Source: an optimization exercise on an open RTL-to-GDS flow (aim: small area). Production flows keep margins and buffers that such runs may drop. Only simulation tests tie the RTL to the original design; equivalence was not proved. Power is estimated from default activity; no workload was simulated.

$ cat constraint.sdc
create_clock -name core_clock -period 6.0 [get_ports {clk}]
set_input_delay 1.2000 -clock core_clock [delete_from_list [all_inputs] [get_ports {clk}]]
set_output_delay 1.2000 -clock core_clock [all_outputs]
set_load 0.01 [all_outputs]
$ cat run.sh
#!/bin/bash
# synth_recipe.tcl (not shown) runs the flow's synth.tcl, then flattens the netlist and writes it again
# the make line also repeats each setting of config.mk as NAME=value (left out here)
make -C /OpenROAD-flow-scripts/flow DESIGN_CONFIG=/design/flow/config.mk WORK_HOME=/design/flow/orfs CLKGATE_MAP_FILE= SYNTH_SCRIPT=/design/flow/synth_recipe.tcl finish
$ cat config.mk
export PLATFORM = sky130hd
export DESIGN_NAME = regfile_scoreboard
export DESIGN_NICKNAME = regfile_scoreboard
export VERILOG_FILES = /design/flow/design.v
export SDC_FILE = /design/flow/constraint.sdc
export NUM_CORES = 4
export LEC_CHECK = 0
export CAP_MARGIN = 20
export CORE_MARGIN = 2
export CORE_UTILIZATION = 40
export SLEW_MARGIN = 20
$ cat design.v
module regfile_scoreboard #(
    parameter int XLEN     = 32,
    parameter int NREGS    = 32,
    parameter int NRD      = 2,
    parameter int BYPASS   = 1,
    parameter int ZERO_REG = 1,
    localparam int AW      = $clog2(NREGS)
) (
    input  logic                 clk,
    input  logic                 rst,
    input  logic [NRD*AW-1:0]    rd_addr,
    output logic [NRD*XLEN-1:0]  rd_data,
    output logic [NRD-1:0]       rd_busy,
    input  logic                 we,
    input  logic [AW-1:0]        wa,
    input  logic [XLEN-1:0]      wd,
    input  logic                 rsv_en,
    input  logic [AW-1:0]        rsv_addr,
    input  logic                 flush,
    output logic                 busy_any
);
    logic [NREGS-1:0][XLEN-1:0] mem_q;
    logic [NREGS-1:0][XLEN-1:0] mem_d;
    logic [NREGS-1:0] busy_q;
    logic [NREGS-1:0] busy_d;
    logic             wr_ok;
    assign wr_ok = we && !(ZERO_REG != 0 && wa == '0);
    always_comb begin
        mem_d = mem_q;
        if (wr_ok) begin
            mem_d[wa] = wd;
        end
    end
    always_comb begin
        busy_d = busy_q;
        for (int r = 0; r < NREGS; r++) begin
            if (rsv_en && rsv_addr == AW'(r)
                && !(ZERO_REG != 0 && r == 0)) begin
                busy_d[r] = 1'b1;
            end else if (flush) begin
                busy_d[r] = 1'b0;
            end else if (we && wa == AW'(r)) begin
                busy_d[r] = 1'b0;
            end
        end
    end
    always_ff @(posedge clk or negedge rst) begin
        if (!rst) begin
            mem_q  <= '0;
            busy_q <= '0;
        end else begin
            mem_q  <= mem_d;
            busy_q <= busy_d;
        end
    end
    for (genvar p = 0; p < NRD; p++) begin : g_rd
        logic [AW-1:0]   a;
        logic [XLEN-1:0] d;
        logic            b;
        assign a = rd_addr[p*AW +: AW];
        always_comb begin
            d = mem_q[a];
            b = busy_q[a];
            if (ZERO_REG != 0 && a == '0) begin
                d = '0;
                b = 1'b0;
            end else if (BYPASS != 0 && we && wa == a) begin
                d = wd;
                b = 1'b0;
            end
        end
        assign rd_data[p*XLEN +: XLEN] = d;
        assign rd_busy[p]              = b;
    end
    assign busy_any = |busy_q;
endmodule
==> flow_summary_export.csv, run 1 <==
group,metric,value,unit
worst_setup_path,cp_slowest_cell,"clkdlybuf4s50_1",
worst_setup_path,required,4.80,ns
cts,clk_pin_slew,0.06,ns
floorplanning,start_util,0.404,
sta,rsz0062_at_grt,"no",
worst_setup_path,arrival,4.45,ns
final_layout,syn2layout_area_growth,12.8,%
grt,antenna_found_initial,6,
routing,dr_wl_met3,12500,µm
yosys,syn_inst,3838,
sta,clock.fmax,0.177,GHz
cts,cts_resized,0,
status,status,"no timing/DRC/antenna violations",
routing,routed.top_layer,"met5",
sta,finalCriticalPeriod,5.65,ns
cts,cts_buffers,113,
grt,grt_pass1_wl,274000,µm
sta,setup_violations,0,
yosys,yosys.area_share.simple,0.0220,
yosys,yosysUniqueCellTypes,71,
yosys,seq_area_frac_synth,0.460,
yosys,synth_edf_count,0,
routing,drt-initial-drc-count,3161,
routing,wl_per_cell,32.0,µm
worst_setup_path,path_cells,"clkdlybuf4s50_1 > nor2b_1 > buf_4 > nand2b_1 > buf_4 > o22ai_1 > a211oi_1 > a22o_1 > clkdlybuf4s50_1",
grt,grt_pass1_vias,38300,
yosys,yosysWarnings,1,
sta,skew,0,ns
cts,clock_sinks,1055,
sta,worst_pin_slew,1.12,ns
placed_design,gp_congestion,0.839,
placed_design,dp_slack,0.353,ns
cts,cts_tree,"yes",
floorplanning,ios,124,
yosys,synth_xor_area_frac,0.00216,
grt,grt_usage,0.255,
pwr,p_leak,27.9,nW
floorplanning,num_rows,138,
sta,period_share,0.942,
final_layout,layout-drive-gt1-share,0.477,
yosys,yosys_register_bits,1055,
placed_design,post-dp-hpwl,114000,µm
final_layout,most-common-layout-cells,"dfrtp_1 (1055), mux2_2 (878), mux4_2 (485)",
yosys,synth_top_family_by_area,"multiplexers",
sta,maxSlewViolCount,0,
floorplanning,dieHeight,383,µm
hold_path,hold_path_class,"register to register",
yosys,avgSynthCellArea,14.9,µm²
pwr,power_per_cell_area,350,nW/µm²
yosys,syn_area,57400,µm²
cts,postCtsHoldBufs,0,
cts,cts_htree_levels,3,
routing,wl_met1,78800,µm
pwr,vdd_ir_drop_max,0.000271,V
sta,worst_slack,0.348,ns
final_layout,fin_util,0.456,
worst_setup_path,crit_type,"input port to output pin",
worst_setup_path,worstPathMaxFanout,10,
routing,wl_met2,88300,µm
routing,first_pass_iters,5,
floorplanning,die-area,146000,µm²
sta,hold_viol,0,
sta,slew_headroom,0.253,
cts,cts-root-buf,"clkbuf_16",
final_layout,fill_cells,12500,
yosys,synth_nets,3901,
cts,max-clock-path-buffers,3,
final_layout,mostFrequentLayoutCell,"dfrtp_1",
yosys,synth_fa_ha_area_frac,0.00131,
yosys,synth.mux.area_fraction,0.421,
sta,setup_tns,0,ns
floorplanning,dieWidth,383,µm
routing,drc,0,
final_layout,fin_nets,3909,
grt,grt.overflow.total,0,
yosys,async_reset_ff_frac,1.00,
routing,wirelength,186000,µm
routing,post_drt_via_cell_ratio,6.35,
flow_run,cap_violations,0,
placed_design,numPortBuffers,123,
yosys,synth_ff_type,"dfrtp_1",
worst_setup_path,cpPeakStageDelay,0.65,ns
worst_setup_path,start_kind,"input port",
worst_setup_path,endpoint_kind,"output pin",
cts,cts_setup_buffers,0,
routing,ant_nets,0,
yosys,synth_compound_area_frac,0.0525,
cts,insertion_delay,0.75,ns
routing,via_count,37000,
grt,grt_max_degree,137,
floorplanning,core-area,142000,µm²
## registers in the layout, indices dropped and copies added, names as in the netlist
signal  count
mem_q    1024
busy_q     31
## cell usage after synthesis, drive strengths merged (18+ instances only)
master     n  area share
clkbuf   215       0.014
a21oi     39      0.0034
nand3     18      0.0016
o22ai    112       0.012
mux2i    162       0.028
nand2     52      0.0038
buf      226       0.026
nor2      63      0.0056
a22oi     18      0.0024
mux2    1012        0.20
a221oi    25      0.0038
a211oi    44      0.0058
o21ai     60      0.0054
dfrtp   1055        0.46
a22o      44      0.0067
o211ai    41      0.0054
mux4     485        0.19
## cell families after synthesis
family	after synthesis
multiplexers	1659
buffers and inverters	448
flip-flops	1055
AND/OR/NAND/NOR	226
XOR/XNOR	12
AO/OA/AOI/OAI	432
adder cells (fa/ha/maj)	6
## power by group
group	internal [W]	total, W	leakage [nW]	switching, W
clock	0.00431	0.00735	1.89	0.00304
combinational	0.00323	0.00522	12.3	0.00199
sequential	0.00884	0.0101	13.7	0.00123
total	0.0164	0.0226	27.9	0.00626
## path summary, 6_finish.rpt
kind	from	to	slack, ns	depth (start not counted)
setup / recovery	rd_addr[4]	rd_data[16]	0.35	9
hold / removal	mem_q[20]$_DFFE_PN0P_	mem_q[20]$_DFFE_PN0P_	0.39	0
setup reg to reg	mem_q[570]$_DFFE_PN0P_	mem_q[570]$_DFFE_PN0P_	5.17	1
hold reg to reg	mem_q[20]$_DFFE_PN0P_	mem_q[20]$_DFFE_PN0P_	0.39	0
max in group asynchronous	rst	mem_q[748]$_DFFE_PN0P_	4.02	2
min in group asynchronous	rst	mem_q[793]$_DFFE_PN0P_	0.53	1
## routing by layer
| layer | up-vias | GRT usage |
|---|---|---|
| li1 | 15000 | - |
| met1 | 20200 | 0.351 |
| met2 | 1401 | 0.406 |
| met3 | 370 | 0.0482 |
| met4 | 4 | 0.0873 |
| met5 | - | 0 |
## final cells by class
class                      instances  area (µm²)  share of cell area
clock inverter                    36         531             0.00820
multi-input combinational       2335       28800               0.445
sequential                      1055       26400               0.408
inverter                           7        26.3            0.000406
clock buffer                     161        3300              0.0510
timing repair buffer             334        3310              0.0512
antenna                            1        2.50           0.0000387
tap                             1890        2360              0.0365
## through the flow
stage | total power (W) | instance area (µm²) | std cells | hold WS [ns]
finish | 0.0226 | 64700 | 5819 | 0.393
detailed placement | 0.0154 | 60900 | 5621 | 0.382
CTS | 0.0228 | 64700 | 5818 | 0.397
floorplan | 0.0137 | 57400 | 3838 | 0.441
global route | 0.0237 | 64700 | 5818 | 0.410
global placement | 0.0152 | 60900 | 5620 | 0.376
## worst max-delay path: cells and delay by family
kind            cells  cell delay (ns)
buf+inv             4             1.77
compound gates      3             0.85
simple gates        2             0.61
==> inputs of run 2 (changes only) <==
==> design.v (replaced) <==
module regfile_scoreboard #(
    parameter int XLEN     = 32,
    parameter int NREGS    = 32,
    parameter int NRD      = 2,
    parameter int BYPASS   = 1,
    parameter int ZERO_REG = 1,
    localparam int AW      = $clog2(NREGS)
) (
    input  logic                 clk,
    input  logic                 rst,
    input  logic [NRD*AW-1:0]    rd_addr,
    output logic [NRD*XLEN-1:0]  rd_data,
    output logic [NRD-1:0]       rd_busy,
    input  logic                 we,
    input  logic [AW-1:0]        wa,
    input  logic [XLEN-1:0]      wd,
    input  logic                 rsv_en,
    input  logic [AW-1:0]        rsv_addr,
    input  logic                 flush,
    output logic                 busy_any
);
    localparam int R0 = (ZERO_REG != 0) ? 1 : 0;   
    logic [NREGS-1:R0][XLEN-1:0] mem_q;
    logic [NREGS-1:R0] vld_q;
    logic [NREGS-1:R0] busy_q;
    logic [NREGS-1:0] wdec;     
    logic [NREGS-1:0] wsel;     
    logic [NREGS-1:0] rsel;     
    for (genvar r = 0; r < NREGS; r++) begin : g_reg
        assign wdec[r] = we && wa == AW'(r);
        assign rsel[r] = rsv_en && rsv_addr == AW'(r);
        if (r < R0) begin : g_zero
            assign wsel[r] = 1'b0;
        end else begin : g_store
            assign wsel[r] = wdec[r];
            always_ff @(posedge clk) begin
                if (wsel[r]) begin
                    mem_q[r] <= wd;
                end
            end
            always_ff @(posedge clk or negedge rst) begin
                if (!rst) begin
                    vld_q[r]  <= 1'b0;
                    busy_q[r] <= 1'b0;
                end else begin
                    vld_q[r]  <= vld_q[r] | wsel[r];
                    busy_q[r] <= rsel[r] | (busy_q[r] & ~flush & ~wdec[r]);
                end
            end
        end
    end
    for (genvar p = 0; p < NRD; p++) begin : g_rd
        logic [AW-1:0]    a;
        logic [NREGS-1:0] hit;
        logic [NREGS-1:0] dsel;
        logic [NREGS-1:0] bsel;
        logic             byp;
        logic [XLEN-1:0]  d;
        assign a = rd_addr[p*AW +: AW];
        for (genvar r = 0; r < NREGS; r++) begin : g_hit
            assign hit[r] = (r >= R0) && a == AW'(r);
            if (r < R0) begin : g_zero
                assign dsel[r] = 1'b0;
                assign bsel[r] = 1'b0;
            end else if (BYPASS != 0) begin : g_byp
                assign dsel[r] = hit[r] & vld_q[r] & ~wdec[r];
                assign bsel[r] = hit[r] & busy_q[r] & ~wdec[r];
            end else begin : g_nobyp
                assign dsel[r] = hit[r] & vld_q[r];
                assign bsel[r] = hit[r] & busy_q[r];
            end
        end
        assign byp = (BYPASS != 0) && we && wa == a && !(R0 != 0 && a == '0);
        for (genvar b = 0; b < XLEN; b++) begin : g_bit
            logic [NREGS-R0:0] s;
            logic [NREGS-R0:0] v;
            assign s[0] = byp;
            assign v[0] = wd[b];
            for (genvar r = R0; r < NREGS; r++) begin : g_in
                assign s[r-R0+1] = dsel[r];
                assign v[r-R0+1] = mem_q[r][b];
            end
            regfile_scoreboard_sel #(.N(NREGS-R0+1)) u_sel (
                .s(s), .v(v), .y(d[b])
            );
        end
        assign rd_data[p*XLEN +: XLEN] = d;
        assign rd_busy[p]              = |bsel;
    end
    assign busy_any = |busy_q;
endmodule
module regfile_scoreboard_sel #(
    parameter int N = 32,
    parameter int G = 3
) (
    input  logic [N-1:0] s,
    input  logic [N-1:0] v,
    output logic         y
);
    localparam int NG = (N + G - 1) / G;
    logic [NG-1:0] grp_n;
    for (genvar g = 0; g < NG; g++) begin : g_grp
        localparam int LO = g * G;
        localparam int W  = (LO + G <= N) ? G : N - LO;
        regfile_scoreboard_aoi #(.W(W)) u_aoi (
            .s(s[LO +: W]), .v(v[LO +: W]), .y_n(grp_n[g])
        );
    end
    assign y = ~&grp_n;
endmodule
module regfile_scoreboard_aoi #(
    parameter int W = 3
) (
    input  logic [W-1:0] s,
    input  logic [W-1:0] v,
    output logic         y_n
);
    assign y_n = ~|(s & v);
endmodule
--- a/config.mk
+++ b/config.mk
@@ -8,4 +8,7 @@
 export CAP_MARGIN = 20
 export CORE_MARGIN = 2
 export CORE_UTILIZATION = 40
+export SETUP_SLACK_MARGIN = 0.05
 export SLEW_MARGIN = 20
+export SYNTH_HIERARCHICAL = 1
+export SYNTH_MINIMUM_KEEP_SIZE = 0
==> flow_summary_export.csv, run 2 <==
group,metric,value,unit
worst_setup_path,crit_type,"input port to output pin",
sta,skew,0,ns
routing,drt-initial-drc-count,8363,
floorplanning,core-area,106000,µm²
routing,post_drt_via_cell_ratio,7.61,
final_layout,seq_area,31300,µm²
yosys,synth.mux.area_fraction,0,
placed_design,post-dp-hpwl,111000,µm
final_layout,regMostFlops,"mem_q",
worst_setup_path,cpPeakStageDelay,0.52,ns
sta,finalCriticalPeriod,6.00,ns
sta,clock.fmax,0.167,GHz
status,violations,"setup timing",
flow_run,cap_violations,0,
pwr,vdd_ir_drop_max,0.000232,V
yosys,synth_top_area_share,0.698,
final_layout,most-common-layout-cells,"edfxtp_1 (992), a222oi_1 (640), buf_4 (234)",
yosys,yosys-top-cells-area,"edfxtp_1 (70%), a222oi_1 (15%), dfrtp_1 (3.6%), nand4_1 (2.0%), a22oi_2 (1.9%)",
pwr,p_leak,17.0,nW
final_layout,final_cells,4461,
worst_setup_path,timing.critical_path.buf_inv,5,
sta,hold_viol,0,
yosys,synth_xor_area_frac,0.00164,
floorplanning,start_util,0.404,
grt,grt_pass1_wl,246000,µm
placed_design,dpl.cell_count,4242,
floorplanning,dieWidth,331,µm
hold_path,whs_path_depth,1,
yosys,yosys.area_share.simple,0.0686,
pwr,power_per_cell_area,312,nW/µm²
yosys,avgSynthCellArea,17.3,µm²
final_layout,multi_input_area,11900,µm²
grt,grt_pass1_vias,33400,
sta,period_share,1.00,
yosys,syn_area,42700,µm²
final_layout,stdcell_area,53400,µm²
final_layout,layout-drive-gt1-share,0.235,
sta,slew_headroom,0.201,
routing,drc,0,
grt,antenna_found_initial,9,
yosys,syn_inst,2461,
grt,grt_max_degree,63,
sta,worst_slack,-0.000826,ns
worst_setup_path,r2r_start,"busy_q[29]$_DFF_PN0_",
yosys,synth_common_cells,"edfxtp_1 (992), a222oi_1 (640), nand4_1 (133)",
worst_setup_path,startpoint,"wa[3]",
floorplanning,num_rows,119,
final_layout,fin_nets,3027,
cts,clock_sinks,1054,
yosys,seq_area_frac_synth,0.735,
worst_setup_path,start_kind,"input port",
hold_path,hp-start,"vld_q[12]$_DFF_PN0_",
yosys,synth_fa_ha_area_frac,0,
routing,wirelength,179000,µm
status,status,"failed layout checks",
routing,via_count,33900,
routing,ant_nets,0,
final_layout,largest_reg_flops,992,
worst_setup_path,path_cells,"clkdlybuf4s50_1 > buf_4 > nand4bb_2 > buf_4 > o21ai_2 > nor2_4 > buf_6 > a222oi_1 > nand4_1 > or3_1 > clkdlybuf4s50_1",
routing,first_pass_iters,19,
yosys,synth_top_family_by_area,"compound AO/OA/AOI/OAI gates",
grt,grt_usage,0.319,
worst_setup_path,cp_top_family,"buffers and inverters",
cts,cts_htree_levels,3,
sta,setup_violations,1,
worst_setup_path,r2r_cells,2,
worst_setup_path,crit_cells,11,
floorplanning,die-area,109000,µm²
yosys,synth_nets,2518,
grt,grt.overflow.total,0,
cts,cts_buffers,106,
yosys,async_reset_ff_frac,0.0588,
worst_setup_path,arrival,4.80,ns
final_layout,syn2layout_area_growth,25.1,%
cts,insertion_delay,0.67,ns
worst_setup_path,required,4.80,ns
placed_design,dp_slack,-0.327,ns
cts,cts_tree,"yes",
sta,rsz0062_at_grt,"yes",
yosys,yosys_register_bits,1054,
final_layout,fill_cells,8510,
yosys,synth_compound_area_frac,0.189,
placed_design,place_area,49300,µm²
yosys,yosysWarnings,7,
final_layout,reg_top3,"mem_q: 992 flops, busy_q: 31 flops, vld_q: 31 flops",
cts,max-clock-path-buffers,3,
placed_design,numPortBuffers,123,
yosys,synth_edf_count,992,
cts,cts-root-buf,"clkbuf_16",
routing,wl_per_cell,40.2,µm
yosys,yosysTopAreaCell,"edfxtp_1",
hold_path,hold_path_class,"register to register",
floorplanning,dieHeight,331,µm
floorplanning,ios,124,
placed_design,gp_congestion,0.931,
final_layout,mostFrequentLayoutCell,"edfxtp_1",
sta,worst_pin_slew,1.20,ns
yosys,synth_ff_type,"edfxtp_1",
worst_setup_path,worstPathMaxFanout,23,
worst_setup_path,cp_slowest_cell,"clkdlybuf4s50_1",
cts,clk_pin_slew,0.06,ns
worst_setup_path,endpoint_kind,"output pin",
yosys,post-synth-top-count-cell,"edfxtp_1",
yosys,yosysUniqueCellTypes,49,
sta,maxSlewViolCount,0,
## run 2: cell count changes after synthesis, sizes merged, moves of 216 or more
cell / change
mux2: -1012
dfrtp: -993
edfxtp: +992
a222oi: +640
mux4: -485
buf: -216
## run 2: final cells by class
| cell class | count | share of cell area |
|---|---|---|
| antenna | 7 | 0.000328 |
| clock buffer | 123 | 0.0517 |
| sequential | 1054 | 0.587 |
| timing repair buffer | 439 | 0.0872 |
| inverter | 5 | 0.000352 |
| clock inverter | 78 | 0.0174 |
| tap | 1391 | 0.0326 |
| multi-input combinational | 1364 | 0.223 |
## run 2: logic make-up (layout without fill, tap and decap cells)
logic type	after synthesis	count (layout)
DFF	1054	1054
AOI/OAI and AO/OA	836	836
and+or+nand+nor	518	520
buffers and inverters	45	645
xor gates and xnor gates	8	8
other	0	7
## run 2: metrics by stage
stage / util / hold slack, ns / power, W / TNS, ns
2_1_floorplan: - / 0.432 / 0.00883 / -56.00
3_3_place_gp: 0.466 / 0.445 / 0.00963 / -5.22
3_5_place_dp: 0.467 / 0.447 / 0.00966 / -5.49
4_1_cts: 0.503 / 0.466 / 0.0166 / 0
5_1_grt: 0.505 / 0.482 / 0.0170 / 0
6_report: 0.506 / 0.467 / 0.0166 / -0.000826
## run 2: per-layer routing
metal / share of wire / up-vias / GRT usage
met4: 0.063 / 6 / 0.183
met1: 0.34 / 16900 / 0.405
met2: 0.45 / 3344 / 0.495
li1: - / 13000 / -
met3: 0.15 / 715 / 0.0882
met5: 0.00026 / - / 0
## run 2: power by group
part,internal [W],switching [W]
combinational,0.000532,0.000821
clock,0.00409,0.00294
sequential,0.00818,0.0000737
## run 2: worst paths after layout
kind | slack (ns) | end
min in group asynchronous | 0.69 | vld_q[8]$_DFF_PN0_
worst min register to register | 0.47 | vld_q[12]$_DFF_PN0_
worst max register to register | 4.97 | busy_q[29]$_DFF_PN0_
worst min-delay path | 0.47 | vld_q[12]$_DFF_PN0_
max in group asynchronous | 4.68 | vld_q[4]$_DFF_PN0_
worst max-delay path | -0.0008 | rd_data[31]
## run 2: what timing repair did
| action | in CTS | in global routing |
|---|---|---|
| pin swaps | 9 | 39 |
| hold buffers | 0 | 0 |
| setup buffers | 1 | 6 |
| setup endpoints to repair | 62 | 57 |
| cloned | 1 | 1 |
| gates resized for setup | 26 | 36 |
==> inputs of run 3 (changes only) <==
==> flow/run.sh (new file) <==
#!/bin/bash
# Layout flow: the standard ORFS flow (standard.sh), with three changes:
#  - the port buffers are plain buffers (buf_2) instead of the delay cells
#    buffer_ports picks by default,
#  - clock tree synthesis inserts no dummy loads and uses clkbuf_8 buffers,
# Everything else, synthesis included, is the standard flow.
set -euo pipefail
export BUFFER_PORTS_ARGS="-buffer_cell sky130_fd_sc_hd__buf_2"
export CTS_ARGS="-sink_clustering_enable -repair_clock_nets -dont_use_dummy_load -buf_list sky130_fd_sc_hd__clkbuf_8"
bash standard.sh finish > flow_standard.log 2>&1
==> standard.sh (new file) <==
#!/bin/bash
# synth_recipe.tcl (not shown) runs the flow's synth.tcl, then flattens the netlist and writes it again
# the make line also repeats each setting of config.mk as NAME=value (left out here)
make -C /OpenROAD-flow-scripts/flow DESIGN_CONFIG=/design/flow/config.mk WORK_HOME=/design/flow/orfs CLKGATE_MAP_FILE= SYNTH_SCRIPT=/design/flow/synth_recipe.tcl "${@:-finish}"
removed: run.sh
==> flow_summary_export.csv, run 3 <==
group,metric,value,unit
status,status,"no timing/DRC/antenna violations",
worst_setup_path,path_cells,"buf_2 > or4b_4 > or2_2 > nand2_1 > nor3_2 > buf_6 > buf_4 > a222oi_1 > nand4_1 > or3_1 > buf_2",
yosys,post-synth-top-count-cell,"edfxtp_1",
sta,setup_tns,0,ns
yosys,synth_edf_count,992,
worst_setup_path,start_kind,"input port",
yosys,yosys_register_bits,1054,
placed_design,numPortBuffers,123,
final_layout,fin_util,0.469,
routing,routed.top_layer,"met5",
sta,maxSlewViolCount,0,
cts,clock_sinks,1054,
floorplanning,dieHeight,331,µm
yosys,synth_xor_area_frac,0.00164,
routing,post_drt_via_cell_ratio,7.85,
floorplanning,die-area,109000,µm²
worst_setup_path,r2r_cells,2,
sta,period_share,0.945,
floorplanning,start_util,0.404,
yosys,yosysWarnings,7,
yosys,synth_common_cells,"edfxtp_1 (992), a222oi_1 (640), nand4_1 (133)",
final_layout,reg_top3,"mem_q: 992 flops, busy_q: 31 flops, vld_q: 31 flops",
yosys,synth_top_area_share,0.698,
cts,postCtsHoldBufs,0,
yosys,avgSynthCellArea,17.3,µm²
worst_setup_path,cp_slowest_cell,"or4b_4",
sta,hold_viol,0,
sta,setup_violations,0,
routing,via_count,33600,
worst_setup_path,worstPathMaxFanout,14,
grt,grt_pass1_vias,33000,
final_layout,mostFrequentLayoutCell,"edfxtp_1",
hold_path,hp-start,"vld_q[23]$_DFF_PN0_",
yosys,seq_area_frac_synth,0.735,
yosys,synth_ff_type,"edfxtp_1",
cts,cts_setup_buffers,0,
pwr,p_leak,15.5,nW
final_layout,multi_input_area,11700,µm²
worst_setup_path,crit_type,"input port to output pin",
worst_setup_path,required,4.80,ns
yosys,yosysUniqueCellTypes,49,
hold_path,hold_path_class,"register to register",
pwr,power,0.0143,W
yosys,yosys-top-cells-area,"edfxtp_1 (70%), a222oi_1 (15%), dfrtp_1 (3.6%), nand4_1 (2.0%), a22oi_2 (1.9%)",
yosys,syn_area,42700,µm²
yosys,synth_fa_ha_area_frac,0,
placed_design,post-dp-hpwl,105000,µm
final_layout,fin_nets,2940,
sta,clock.fmax,0.176,GHz
sta,slew_headroom,0.154,
cts,cts_tree,"yes",
yosys,async_reset_ff_frac,0.0588,
worst_setup_path,r2r_start,"busy_q[31]$_DFF_PN0_",
final_layout,fill_cells,8954,
grt,antenna_found_initial,11,
final_layout,layout-drive-gt1-share,0.231,
final_layout,most-common-layout-cells,"edfxtp_1 (992), a222oi_1 (640), clkbuf_8 (165)",
worst_setup_path,path_common_cell,"buf_2",
hold_path,whs_path_depth,1,
routing,first_pass_iters,12,
yosys,synth.mux.area_fraction,0,
floorplanning,core-area,106000,µm²
final_layout,syn2layout_area_growth,15.9,%
sta,skew,0,ns
final_layout,regMostFlops,"mem_q",
routing,wl_met1,59200,µm
yosys,synth_top_family_by_area,"compound AO/OA/AOI/OAI gates",
routing,dr_wl_met3,29000,µm
routing,ant_nets,0,
cts,cts_resized,0,
cts,clk_pin_slew,0.05,ns
yosys,synth_nets,2518,
yosys,yosysTopAreaCell,"edfxtp_1",
routing,wirelength,179000,µm
cts,cts-root-buf,"clkbuf_8",
sta,worst_pin_slew,1.26,ns
yosys,synth_compound_area_frac,0.189,
routing,drc,0,
placed_design,gp_congestion,0.910,
floorplanning,ios,124,
cts,cts_htree_levels,4,
grt,grt_usage,0.319,
flow_run,cap_violations,0,
worst_setup_path,endpoint_kind,"output pin",
floorplanning,dieWidth,331,µm
yosys,syn_inst,2461,
grt,grt.overflow.total,0,
sta,finalCriticalPeriod,5.67,ns
cts,insertion_delay,0.83,ns
grt,grt_pass1_wl,245000,µm
worst_setup_path,cpPeakStageDelay,0.65,ns
worst_setup_path,startpoint,"wa[3]",
grt,grt_max_degree,63,
pwr,power_per_cell_area,290,nW/µm²
cts,cts_buffers,165,
routing,wl_per_cell,41.7,µm
sta,rsz0062_at_grt,"no",
floorplanning,num_rows,119,
routing,wl_met2,78600,µm
final_layout,seq_area,31300,µm²
cts,max-clock-path-buffers,3,
final_layout,largest_reg_flops,992,
yosys,yosys.area_share.simple,0.0686,
pwr,vdd_ir_drop_max,0.000229,V
worst_setup_path,arrival,4.47,ns
routing,drt-initial-drc-count,8321,
## run 3: changes by cell type in the layout (fill, tap and decap cells not counted), moves of 45 or more
cell	previous run	this run
clkbuf_8	2	165
buf_2	1	123
clkdlybuf4s50_1	112	0
clkbuf_16	107	0
buf_4	234	135
buf_12	76	31
## run 3: routing by layer
metal / track usage / vias up
li1: - / 12700
met5: 0 / -
met1: 0.394 / 16600
met4: 0.178 / 6
met3: 0.119 / 802
met2: 0.486 / 3497
## run 3: cells by family (layout without fill, tap and decap cells)
| logic type | after synthesis | in the layout |
|---|---|---|
| flip-flops | 1054 | 1054 |
| XOR/XNOR | 8 | 8 |
| AO/OA/AOI/OAI | 836 | 836 |
| buffers and inverters | 45 | 465 |
| other | 0 | 6 |
| AND/OR/NAND/NOR | 518 | 518 |
## run 3: per-stage QoR
| stage | area [µm²] | cells | setup slack [ns] | hold WS (ns) |
|---|---|---|---|---|
| finish | 49500 | 4278 | 0.331 | 0.461 |
| global route | 49400 | 4274 | 0.324 | 0.470 |
| CTS | 49400 | 4269 | 0.442 | 0.459 |
| detailed placement | 47100 | 4104 | 0.450 | 0.447 |
| global placement | 47000 | 4099 | 0.477 | 0.444 |
| floorplan | 42700 | 2461 | -0.886 | 0.432 |
## run 3: worst paths after layout
check / to / slack, ns
worst max-delay path: rd_data[33] / 0.33
worst min-delay path: vld_q[23]$_DFF_PN0_ / 0.46
worst max register to register: busy_q[31]$_DFF_PN0_ / 4.95
worst min register to register: vld_q[23]$_DFF_PN0_ / 0.46
max in group asynchronous: vld_q[22]$_DFF_PN0_ / 4.80
min in group asynchronous: busy_q[13]$_DFF_PN0_ / 0.57
## run 3: power breakdown
| part | switching [W] | leakage [nW] | internal, W |
|---|---|---|---|
| combinational | 0.000760 | 4.59 | 0.000343 |
| sequential | 0.0000656 | 9.72 | 0.00819 |
| clock | 0.00256 | 1.19 | 0.00241 |
## run 3: final cells by class
cell class | count | share of cell area
sequential | 1054 | 0.634
clock buffer | 165 | 0.0459
antenna | 6 | 0.000304
tap | 1391 | 0.0352
inverter | 5 | 0.000531
multi-input combinational | 1362 | 0.236
timing repair buffer | 295 | 0.0482
## run 3: worst max-delay path, delay by kind of cell
family / cells / cell delay (ns)
and+or+nand+nor: 6 / 1.98
buffers and inverters: 4 / 0.74
AOI/OAI and AO/OA: 1 / 0.52
==> inputs of run 4 (changes only) <==
==> flow/run.sh (replaced) <==
#!/bin/bash
# Layout flow: the standard ORFS flow (standard.sh), with these changes:
#  - the port buffers are plain buffers (buf_2) instead of the delay cells
#    buffer_ports picks by default,
#  - clock tree synthesis inserts no dummy loads, uses clkbuf_8 buffers and
#    clusters up to 14 flip-flops within 60 um per leaf buffer.
# Everything else, synthesis included, is the standard flow.
set -euo pipefail
export BUFFER_PORTS_ARGS="-buffer_cell sky130_fd_sc_hd__buf_2"
export CTS_ARGS="-sink_clustering_enable -repair_clock_nets -dont_use_dummy_load -buf_list sky130_fd_sc_hd__clkbuf_8 -sink_clustering_size 14 -sink_clustering_max_diameter 60"
bash standard.sh finish > flow_standard.log 2>&1
--- a/config.mk
+++ b/config.mk
@@ -7,7 +7,7 @@
 export LEC_CHECK = 0
 export CAP_MARGIN = 20
 export CORE_MARGIN = 2
-export CORE_UTILIZATION = 40
+export CORE_UTILIZATION = 50
 export SETUP_SLACK_MARGIN = 0.05
 export SLEW_MARGIN = 20
 export SYNTH_HIERARCHICAL = 1
==> flow_summary_export.csv, run 4 <==
group,metric,value,unit
routing,ant_nets,0,
cts,cts_buffers,90,
routing,via_count,32800,
hold_path,hold_path_class,"register to register",
floorplanning,ios,124,
worst_setup_path,timing.critical_path.buf_inv,3,
hold_path,min_to,"vld_q[27]$_DFF_PN0_",
sta,holdWs,0.463,ns
floorplanning,core-area,84900,µm²
yosys,async_reset_ff_frac,0.0588,
placed_design,gp_congestion,0.917,
worst_setup_path,arrival,4.43,ns
cts,insertion_delay,0.69,ns
pwr,vdd_ir_drop_max,0.000143,V
cts,clk_pin_slew,0.07,ns
status,status,"no timing/DRC/antenna violations",
cts,max-clock-path-buffers,3,
grt,antenna_found_initial,16,
routing,wirelength,169000,µm
cts,cts_htree_levels,3,
cts,cts_resized,0,
placed_design,dp_slack,0.462,ns
routing,wl_per_cell,43.0,µm
grt,grt_max_degree,63,
routing,drc,0,
yosys,yosysUniqueCellTypes,49,
cts,cts-root-buf,"clkbuf_8",
sta,skew,0,ns
grt,grt_usage,0.381,
final_layout,most-common-layout-cells,"edfxtp_1 (992), a222oi_1 (640), nand4_1 (133)",
final_layout,regMostFlops,"mem_q",
cts,postCtsHoldBufs,0,
routing,post_drt_via_cell_ratio,8.32,
sta,clock.fmax,0.178,GHz
yosys,synth_top_area_share,0.698,
yosys,syn_area,42700,µm²
worst_setup_path,path_cells,"buf_2 > or2_2 > or2_2 > nand2_1 > nor3_2 > buf_4 > a222oi_1 > nand4_1 > or3_1 > buf_2",
yosys,avgSynthCellArea,17.3,µm²
final_layout,syn2layout_area_growth,12.4,%
routing,drt-initial-drc-count,8436,
yosys,synth_ff_type,"edfxtp_1",
yosys,synth_edf_count,992,
sta,setup_tns,0,ns
floorplanning,dieWidth,296,µm
final_layout,fin_nets,2848,
grt,grt_pass1_wl,235000,µm
placed_design,post-dp-hpwl,103000,µm
worst_setup_path,required,4.80,ns
pwr,power_per_cell_area,270,nW/µm²
sta,rsz0062_at_grt,"no",
final_layout,mostFrequentLayoutCell,"edfxtp_1",
worst_setup_path,cp_slowest_cell,"or2_2",
yosys,syn_inst,2461,
worst_setup_path,cp_top_family,"simple AND/OR/NAND/NOR gates",
floorplanning,dieHeight,296,µm
sta,slew_headroom,0.219,
floorplanning,num_rows,107,
worst_setup_path,start_kind,"input port",
yosys,yosys_register_bits,1054,
sta,setup_violations,0,
yosys,yosysWarnings,7,
yosys,synth_common_cells,"edfxtp_1 (992), a222oi_1 (640), nand4_1 (133)",
hold_path,whs_path_depth,1,
worst_setup_path,r2r_end,"busy_q[31]$_DFF_PN0_",
final_layout,final_cells,3941,
yosys,yosys-top-cells-area,"edfxtp_1 (70%), a222oi_1 (15%), dfrtp_1 (3.6%), nand4_1 (2.0%), a22oi_2 (1.9%)",
worst_setup_path,ff2ff_setup_slack,4.98,ns
worst_setup_path,crit_type,"input port to output pin",
sta,finalCriticalPeriod,5.63,ns
sta,period_share,0.938,
yosys,seq_area_frac_synth,0.735,
cts,cts_tree,"yes",
worst_setup_path,endpoint_kind,"output pin",
grt,grt_pass1_vias,32100,
flow_run,cap_violations,0,
cts,cts_setup_buffers,0,
placed_design,numPortBuffers,123,
routing,first_pass_iters,15,
sta,maxSlewViolCount,0,
sta,hold_viol,0,
final_layout,layout-drive-gt1-share,0.205,
floorplanning,die-area,87700,µm²
worst_setup_path,cpPeakStageDelay,0.54,ns
sta,worst_slack,0.373,ns
worst_setup_path,worstPathMaxFanout,32,
placed_design,dpl.cell_count,3839,
final_layout,reg_top3,"mem_q: 992 flops, busy_q: 31 flops, vld_q: 31 flops",
yosys,yosysTopAreaCell,"edfxtp_1",
grt,grt.overflow.total,0,
final_layout,fill_cells,6658,
worst_setup_path,crit_cells,10,
hold_path,hp-start,"vld_q[27]$_DFF_PN0_",
final_layout,largest_reg_flops,992,
yosys,synth_nets,2518,
worst_setup_path,r2r_start,"busy_q[31]$_DFF_PN0_",
floorplanning,start_util,0.503,
yosys,post-synth-top-count-cell,"edfxtp_1",
cts,clock_sinks,1054,
pwr,p_leak,14.9,nW
sta,worst_pin_slew,1.17,ns
worst_setup_path,r2r_cells,2,
## run 4: power breakdown
group | internal [W] | leakage (nW) | total [W] | switching (W)
logic | 0.000335 | 4.49 | 0.00110 | 0.000765
clock network | 0.00134 | 0.647 | 0.00362 | 0.00228
registers | 0.00817 | 9.72 | 0.00824 | 0.0000668
total | 0.00984 | 14.9 | 0.0130 | 0.00311
## run 4: kinds of logic after synthesis
logic type	Yosys count	share of synthesized area
DFF	1054	0.735
AOI/OAI and AO/OA	836	0.189
and+or+nand+nor	518	0.0686
buffers and inverters	45	0.00566
xor gates and xnor gates	8	0.00164
## run 4: layout make-up
type / count / area, µm² / share of cell area
sequential: 1054 / 31300 / 0.654
multi-input combinational: 1362 / 11700 / 0.244
timing repair buffer: 278 / 2210 / 0.0461
tap: 1144 / 1430 / 0.0299
clock buffer: 90 / 1240 / 0.0258
inverter: 5 / 21.3 / 0.000444
antenna: 8 / 20.0 / 0.000418
## run 4: through the flow
step | cell area, µm² | util | power, W
6_report | 47900 | 0.565 | 0.0130
5_1_grt | 47900 | 0.565 | 0.0133
4_1_cts | 47800 | 0.563 | 0.0129
3_5_place_dp | 46600 | 0.549 | 0.00946
3_3_place_gp | 46500 | 0.547 | 0.00943
2_1_floorplan | 42700 | - | 0.00883
## run 4: worst max path at each step
stage,to,startpoint,slack [ns]
2_1_floorplan,rd_data[32],wa[0],-0.89
6_report,rd_data[49],wa[1],0.37
3_5_place_dp,rd_data[4],wa[1],0.46
5_1_grt,rd_data[36],wa[4],0.30
3_3_place_gp,rd_data[4],wa[2],0.49
4_1_cts,rd_data[4],wa[1],0.46
## run 4: metal layers
metal / routed length, µm / global-route usage
met1: 58200 / 0.498
met2: 75300 / 0.581
met3: 26900 / 0.121
met4: 8840 / 0.184
met5: 179 / 0
==> inputs of run 5 (changes only) <==
==> flow/run.sh (replaced) <==
#!/bin/bash
# Layout flow: the standard ORFS flow (standard.sh), with these changes:
#  - the port buffers are plain buffers (buf_1) instead of the delay cells
#    buffer_ports picks by default,
#  - clock tree synthesis inserts no dummy loads, uses clkbuf_8 buffers and
#    clusters up to 14 flip-flops within 60 um per leaf buffer.
# Everything else, synthesis included, is the standard flow.
set -euo pipefail
export BUFFER_PORTS_ARGS="-buffer_cell sky130_fd_sc_hd__buf_1"
export CTS_ARGS="-sink_clustering_enable -repair_clock_nets -dont_use_dummy_load -buf_list sky130_fd_sc_hd__clkbuf_8 -sink_clustering_size 14 -sink_clustering_max_diameter 60"
bash standard.sh finish > flow_standard.log 2>&1
--- a/config.mk
+++ b/config.mk
@@ -7,7 +7,7 @@
 export LEC_CHECK = 0
 export CAP_MARGIN = 20
 export CORE_MARGIN = 2
-export CORE_UTILIZATION = 50
+export CORE_UTILIZATION = 60
 export SETUP_SLACK_MARGIN = 0.05
 export SLEW_MARGIN = 20
 export SYNTH_HIERARCHICAL = 1
==> flow_summary_export.csv, run 5 <==
group,metric,value,unit
cts,cts_htree_levels,3,
sta,setup_tns,0,ns
routing,drt-initial-drc-count,10500,
yosys,syn_inst,2461,
worst_setup_path,worstPathMaxFanout,12,
sta,worst_pin_slew,1.21,ns
grt,grt_pass1_vias,32800,
floorplanning,dieHeight,271,µm
grt,grt_pass1_wl,239000,µm
worst_setup_path,r2r_cells,2,
status,status,"no timing/DRC/antenna violations",
cts,cts_tree,"yes",
sta,hold_viol,0,
flow_run,cap_violations,0,
placed_design,dp_slack,0.301,ns
sta,period_share,0.983,
floorplanning,num_rows,97,
placed_design,post-dp-hpwl,106000,µm
worst_setup_path,path_cells,"buf_1 > or4b_4 > or2_2 > nand2_1 > nor2_4 > buf_4 > a222oi_1 > nand4_1 > or3_1 > buf_1",
worst_setup_path,cp_top_family,"simple AND/OR/NAND/NOR gates",
cts,cts-root-buf,"clkbuf_8",
final_layout,seq_area,31300,µm²
final_layout,reg_top3,"mem_q: 992 flops, busy_q: 31 flops, vld_q: 31 flops",
cts,cts_buffers,87,
cts,clk_pin_slew,0.06,ns
routing,drc,0,
cts,cts_setup_buffers,0,
sta,rsz0062_at_grt,"no",
routing,first_pass_iters,14,
yosys,synth_top_area_share,0.698,
pwr,vdd_ir_drop_max,0.000212,V
yosys,syn_area,42700,µm²
worst_setup_path,endpoint_kind,"output pin",
routing,wirelength,175000,µm
worst_setup_path,startpoint,"we",
cts,insertion_delay,0.69,ns
placed_design,gp_congestion,0.971,
cts,clock_sinks,1054,
final_layout,regMostFlops,"mem_q",
worst_setup_path,arrival,4.70,ns
floorplanning,dieWidth,271,µm
final_layout,layout-drive-gt1-share,0.180,
pwr,power_per_cell_area,270,nW/µm²
sta,skew,0,ns
yosys,yosysTopAreaCell,"edfxtp_1",
worst_setup_path,endpoint,"rd_data[13]",
final_layout,mostFrequentLayoutCell,"edfxtp_1",
worst_setup_path,crit_type,"input port to output pin",
cts,postCtsHoldBufs,0,
grt,grt_max_degree,63,
yosys,synth_edf_count,992,
worst_setup_path,r2r_start,"busy_q[5]$_DFF_PN0_",
worst_setup_path,cp_slowest_cell,"or3_1",
sta,worst_slack,0.0997,ns
hold_path,hold_path_class,"register to register",
sta,clock.fmax,0.169,GHz
sta,slew_headroom,0.191,
final_layout,most-common-layout-cells,"edfxtp_1 (992), a222oi_1 (640), buf_4 (189)",
routing,wl_per_cell,46.0,µm
routing,via_count,33900,
floorplanning,ios,124,
yosys,synth_common_cells,"edfxtp_1 (992), a222oi_1 (640), nand4_1 (133)",
yosys,async_reset_ff_frac,0.0588,
floorplanning,die-area,73200,µm²
worst_setup_path,cpPeakStageDelay,0.62,ns
sta,finalCriticalPeriod,5.90,ns
yosys,yosysWarnings,7,
worst_setup_path,ff2ff_setup_slack,5.00,ns
yosys,yosysUniqueCellTypes,49,
floorplanning,core-area,70300,µm²
placed_design,numPortBuffers,123,
routing,ant_nets,0,
worst_setup_path,crit_cells,10,
worst_setup_path,start_kind,"input port",
worst_setup_path,path_common_cell,"buf_1",
routing,post_drt_via_cell_ratio,8.93,
cts,cts_resized,0,
worst_setup_path,required,4.80,ns
yosys,seq_area_frac_synth,0.735,
final_layout,syn2layout_area_growth,12.3,%
sta,maxSlewViolCount,0,
yosys,avgSynthCellArea,17.3,µm²
yosys,yosys-top-cells-area,"edfxtp_1 (70%), a222oi_1 (15%), dfrtp_1 (3.6%), nand4_1 (2.0%), a22oi_2 (1.9%)",
yosys,yosys_register_bits,1054,
yosys,post-synth-top-count-cell,"edfxtp_1",
grt,antenna_found_initial,8,
worst_setup_path,timing.critical_path.buf_inv,3,
final_layout,multi_input_area,11700,µm²
pwr,power,0.0129,W
yosys,synth_nets,2518,
final_layout,fin_nets,2908,
worst_setup_path,r2r_end,"busy_q[5]$_DFF_PN0_",
grt,grt.overflow.total,0,
final_layout,largest_reg_flops,992,
final_layout,fill_cells,4771,
grt,grt_usage,0.468,
sta,setup_violations,0,
floorplanning,start_util,0.607,
yosys,synth_ff_type,"edfxtp_1",
pwr,p_leak,14.7,nW
cts,max-clock-path-buffers,3,
## run 5: cell counts after synthesis
Identical to the previous run, type by type.
## run 5: per-stage QoR
stage,std cells,hold slack (ns),cell area (µm²),utilization
floorplan,2461,0.432,42700,-
global placement,3698,0.443,46600,0.663
detailed placement,3698,0.445,46600,0.663
CTS,3785,0.467,47800,0.680
global route,3791,0.477,47900,0.681
finish,3795,0.468,47900,0.682
## run 5: cells by family after synthesis
group | after synthesis | synth area share
compound gates | 836 | 0.189
simple gates | 518 | 0.0686
xor+xnor | 8 | 0.00164
buf+inv | 45 | 0.00566
flops | 1054 | 0.735
## run 5: metal layers
layer / vias up / GRT usage / part of all wire
li1: 12600 / - / -
met2: 4013 / 0.667 / 0.42
met5: - / 0 / 0.00017
met3: 816 / 0.195 / 0.19
met4: 2 / 0.269 / 0.074
met1: 16400 / 0.605 / 0.32
## run 5: worst min-delay path by stage
stage                              startpoint  slack, ns  cells past startpoint             endpoint
final                      vld_q[3]$_DFF_PN0_       0.47                      1   vld_q[3]$_DFF_PN0_
after global routing      vld_q[15]$_DFF_PN0_       0.48                      1  vld_q[15]$_DFF_PN0_
after CTS                  vld_q[3]$_DFF_PN0_       0.47                      1   vld_q[3]$_DFF_PN0_
after detailed placement   vld_q[5]$_DFF_PN0_       0.45                      1   vld_q[5]$_DFF_PN0_
after global placement    vld_q[29]$_DFF_PN0_       0.44                      1  vld_q[29]$_DFF_PN0_
after floorplan           vld_q[10]$_DFF_PN0_       0.43                      1  vld_q[10]$_DFF_PN0_
## run 5: power by group
part	leakage, nW	switching, W	total, W	internal, W
sequential	9.72	0.0000692	0.00824	0.00817
combinational	4.38	0.000811	0.00114	0.000326
clock	0.626	0.00227	0.00357	0.00129
## run 5: area by class of cell
| class | count | area share |
|---|---|---|
| Sequential cell | 1054 | 0.654 |
| Multi-Input combinational cell | 1362 | 0.244 |
| Timing Repair Buffer | 341 | 0.0518 |
| Clock buffer | 87 | 0.0250 |
| Tap cell | 940 | 0.0246 |
| Inverter | 5 | 0.000444 |
| Antenna cell | 6 | 0.000313 |
==> inputs of run 6 (changes only) <==
==> flow/run.sh (replaced) <==
#!/bin/bash
# Layout flow: the standard ORFS flow (standard.sh), with these changes:
#  - the port buffers are plain buffers (buf_2) instead of the delay cells
#    buffer_ports picks by default,
#  - clock tree synthesis inserts no dummy loads, uses clkbuf_8 buffers and
#    clusters up to 17 flip-flops within 70 um per leaf buffer.
# Everything else, synthesis included, is the standard flow.
set -euo pipefail
export BUFFER_PORTS_ARGS="-buffer_cell sky130_fd_sc_hd__buf_2"
export CTS_ARGS="-sink_clustering_enable -repair_clock_nets -dont_use_dummy_load -buf_list sky130_fd_sc_hd__clkbuf_8 -sink_clustering_size 17 -sink_clustering_max_diameter 70"
bash standard.sh finish > flow_standard.log 2>&1
--- a/config.mk
+++ b/config.mk
@@ -7,8 +7,8 @@
 export LEC_CHECK = 0
 export CAP_MARGIN = 20
 export CORE_MARGIN = 2
-export CORE_UTILIZATION = 60
-export SETUP_SLACK_MARGIN = 0.05
+export CORE_UTILIZATION = 50
+export SETUP_SLACK_MARGIN = 0
 export SLEW_MARGIN = 20
 export SYNTH_HIERARCHICAL = 1
 export SYNTH_MINIMUM_KEEP_SIZE = 0
==> flow_summary_export.csv, run 6 <==
group,metric,value,unit
status,status,"no timing/DRC/antenna violations",
cts,insertion_delay,0.66,ns
grt,grt_busiest_layer,"met2",
sta,holdWs,0.463,ns
yosys,seq_area_frac_synth,0.735,
routing,wl_per_cell,43.1,µm
cts,max-clock-path-buffers,3,
yosys,syn_area,42700,µm²
floorplanning,dieHeight,296,µm
yosys,post-synth-top-count-cell,"edfxtp_1",
placed_design,gp_congestion,0.917,
grt,grt_pass1_wl,235000,µm
yosys,avgSynthCellArea,17.3,µm²
yosys,syn_inst,2461,
final_layout,fin_util,0.562,
sta,skew,0,ns
final_layout,syn2layout_area_growth,11.8,%
yosys,synth_ff_type,"edfxtp_1",
routing,drt-initial-drc-count,8219,
grt,use_met3,0.115,
yosys,async_reset_ff_frac,0.0588,
final_layout,regMostFlops,"mem_q",
pwr,clkPwrFrac,0.262,
grt,grt_pass1_vias,32000,
sta,rsz0062_at_grt,"no",
final_layout,most-common-layout-cells,"edfxtp_1 (992), a222oi_1 (640), nand4_1 (133)",
grt,antenna_found_initial,14,
cts,cts_buffers,73,
pwr,switching_power,0.00304,W
floorplanning,ios,124,
sta,worst_pin_slew,1.19,ns
flow_run,cap_violations,0,
worst_setup_path,arrival,4.41,ns
worst_setup_path,required,4.80,ns
grt,grt_max_degree,63,
grt,grt.overflow.total,0,
yosys,synth_nets,2518,
yosys,synth_top_area_share,0.698,
yosys,yosys-top-cells-area,"edfxtp_1 (70%), a222oi_1 (15%), dfrtp_1 (3.6%), nand4_1 (2.0%), a22oi_2 (1.9%)",
grt,use_met2,0.581,
sta,setup_tns,0,ns
yosys,yosys_register_bits,1054,
cts,cts_tree,"yes",
pwr,internal_power,0.00960,W
yosys,synth_edf_count,992,
pwr,seqPwrFrac,0.651,
final_layout,largest_reg_flops,992,
worst_setup_path,ff2ff_setup_slack,4.98,ns
floorplanning,core-area,84900,µm²
floorplanning,start_util,0.503,
routing,wirelength,169000,µm
worst_setup_path,worstPathMaxFanout,32,
pwr,vdd_ir_drop_max,0.000140,V
worst_setup_path,crit_type,"input port to output pin",
floorplanning,num_rows,107,
sta,maxSlewViolCount,0,
placed_design,post-dp-hpwl,103000,µm
final_layout,fin_nets,2830,
floorplanning,die-area,87700,µm²
cts,postCtsHoldBufs,0,
yosys,yosysUniqueCellTypes,49,
sta,hold_viol,0,
sta,worst_slack,0.393,ns
cts,cts_htree_levels,3,
worst_setup_path,start_kind,"input port",
routing,ant_nets,0,
final_layout,reg_top3,"mem_q: 992 flops, busy_q: 31 flops, vld_q: 31 flops",
cts,cts_resized,0,
grt,met1_usage,0.500,
final_layout,mostFrequentLayoutCell,"edfxtp_1",
pwr,power_per_cell_area,265,nW/µm²
sta,period_share,0.935,
placed_design,numPortBuffers,123,
yosys,yosysWarnings,7,
pwr,p_leak,14.7,nW
sta,setup_violations,0,
routing,via_count,32600,
cts,clk_pin_slew,0.08,ns
cts,cts_setup_buffers,0,
floorplanning,dieWidth,296,µm
final_layout,layout-drive-gt1-share,0.200,
cts,clock_sinks,1054,
routing,post_drt_via_cell_ratio,8.32,
sta,finalCriticalPeriod,5.61,ns
pwr,p_sw_frac,0.241,
routing,first_pass_iters,14,
routing,drc,0,
worst_setup_path,endpoint_kind,"output pin",
yosys,synth_common_cells,"edfxtp_1 (992), a222oi_1 (640), nand4_1 (133)",
pwr,p_comb_frac,0.087,
sta,clock.fmax,0.178,GHz
sta,slew_headroom,0.206,
yosys,yosysTopAreaCell,"edfxtp_1",
cts,cts-root-buf,"clkbuf_8",
placed_design,dp_slack,0.462,ns
grt,grt_usage,0.380,
hold_path,hold_path_class,"register to register",
## run 6: cell counts after synthesis
Identical to the previous run, type by type.
## run 6: area by class of cell
cell class                      count  area [µm²]
Inverter                            5        21.3
Clock buffer                       73        1000
Tap cell                         1144        1430
Timing Repair Buffer              277        2180
Fill cell                        6663       37200
Sequential cell                  1054       31300
Multi-Input combinational cell   1362       11700
Antenna cell                        7        17.5
## run 6: worst max-delay path, stage by stage
cell,delay [ns]
buf_2,0.16
nand4b_1,0.58
o21ai_0,0.63
nor3_2,0.06
buf_4,0.34
a222oi_1,0.46
nand4_1,0.23
or3_1,0.50
buf_2,0.18
## run 6: cells by family after synthesis
kind of cell	count (synthesis)	share of synthesized area
DFF	1054	0.735
AOI/OAI and AO/OA	836	0.189
and+or+nand+nor	518	0.0686
buffers and inverters	45	0.00566
xor gates and xnor gates	8	0.00164
## run 6: per-layer routing
| layer | part of all wire | vias to the layer above |
|---|---|---|
| li1 | - | 12500 |
| met1 | 0.34 | 16300 |
| met2 | 0.44 | 3235 |
| met3 | 0.16 | 656 |
| met4 | 0.054 | 14 |
| met5 | 0.00054 | - |
## run 6: path summary, 6_finish.rpt
| path | from | endpoint | cells past startpoint |
|---|---|---|---|
| min in group asynchronous | rst | busy_q[5]$_DFF_PN0_ | 2 |
| hold reg to reg | vld_q[27]$_DFF_PN0_ | vld_q[27]$_DFF_PN0_ | 1 |
| max in group asynchronous | rst | vld_q[23]$_DFF_PN0_ | 2 |
| hold / removal | vld_q[27]$_DFF_PN0_ | vld_q[27]$_DFF_PN0_ | 1 |
| setup reg to reg | busy_q[26]$_DFF_PN0_ | busy_q[26]$_DFF_PN0_ | 2 |
| setup / recovery | wa[4] | rd_data[4] | 9 |
## run 6: stage by stage
stage / total power, W / std cells / instance area (µm²)
after global placement: 0.00943 / 3834 / 46500
after CTS: 0.0126 / 3912 / 47600
after detailed placement: 0.00946 / 3839 / 46600
after floorplan: 0.00883 / 2461 / 42700
after global routing: 0.0130 / 3919 / 47700
final: 0.0126 / 3922 / 47700
## run 6: power groups by stage
stage	Sequential [W]	Combinational (W)	Clock (W)
floorplan	0.00838	0.000450	0
global placement	0.00839	0.00104	0
detailed placement	0.00840	0.00106	0
CTS	0.00823	0.00106	0.00332
global route	0.00825	0.00113	0.00358
finish	0.00824	0.00109	0.00331

[what the ideal ports hide]
The flow's constraints put no driver on any port. The routed layouts listed below were extracted and timed again, unchanged, in two steps.
Step 1 (the two cells are an assumption about what drives the block):
set clk [get_ports {clk}]
set_driving_cell -lib_cell sky130_fd_sc_hd__clkbuf_16 $clk
set_driving_cell -lib_cell sky130_fd_sc_hd__buf_2 [delete_from_list [all_inputs] $clk]
Step 2 moves the port delays by t, midway between the first and last clock arrival at a register: inputs arrive t later, outputs are due t later. That takes back most of the time a late clock gives input paths.
Slacks: ideal ports / drivers / drivers and shift; pairs: ideal ports / drivers.
run | t, ns | setup WS [ns] | hold slack, ns | latest minus earliest clock arrival (ns) | worst register clock-pin slew, ns
run 1 | 0.814 | 0.348 / 0.324 / 0.324 | 0.393 / 0.393 / 0.393 | 0.034 / 0.035 | 0.07 / 0.07
run 2 | 0.766 | -0.001 / -0.027 / -0.027 | 0.467 / 0.467 / 0.467 | 0.044 / 0.043 | 0.07 / 0.07
run 3 | 0.891 | 0.331 / 0.311 / 0.311 | 0.461 / 0.461 / 0.461 | 0.076 / 0.076 | 0.07 / 0.07
run 4 | 0.769 | 0.373 / 0.345 / 0.345 | 0.463 / 0.463 / 0.463 | 0.064 / 0.064 | 0.10 / 0.10
run 5 | 0.784 | 0.100 / 0.068 / 0.068 | 0.468 / 0.468 / 0.468 | 0.085 / 0.085 | 0.10 / 0.10
run 6 | 0.757 | 0.393 / 0.367 / 0.367 | 0.463 / 0.463 / 0.463 | 0.074 / 0.074 | 0.12 / 0.12
For run 5, which loses most, drivers alone change the setup slack by -0.032 ns; drivers and shift together by -0.032 ns.
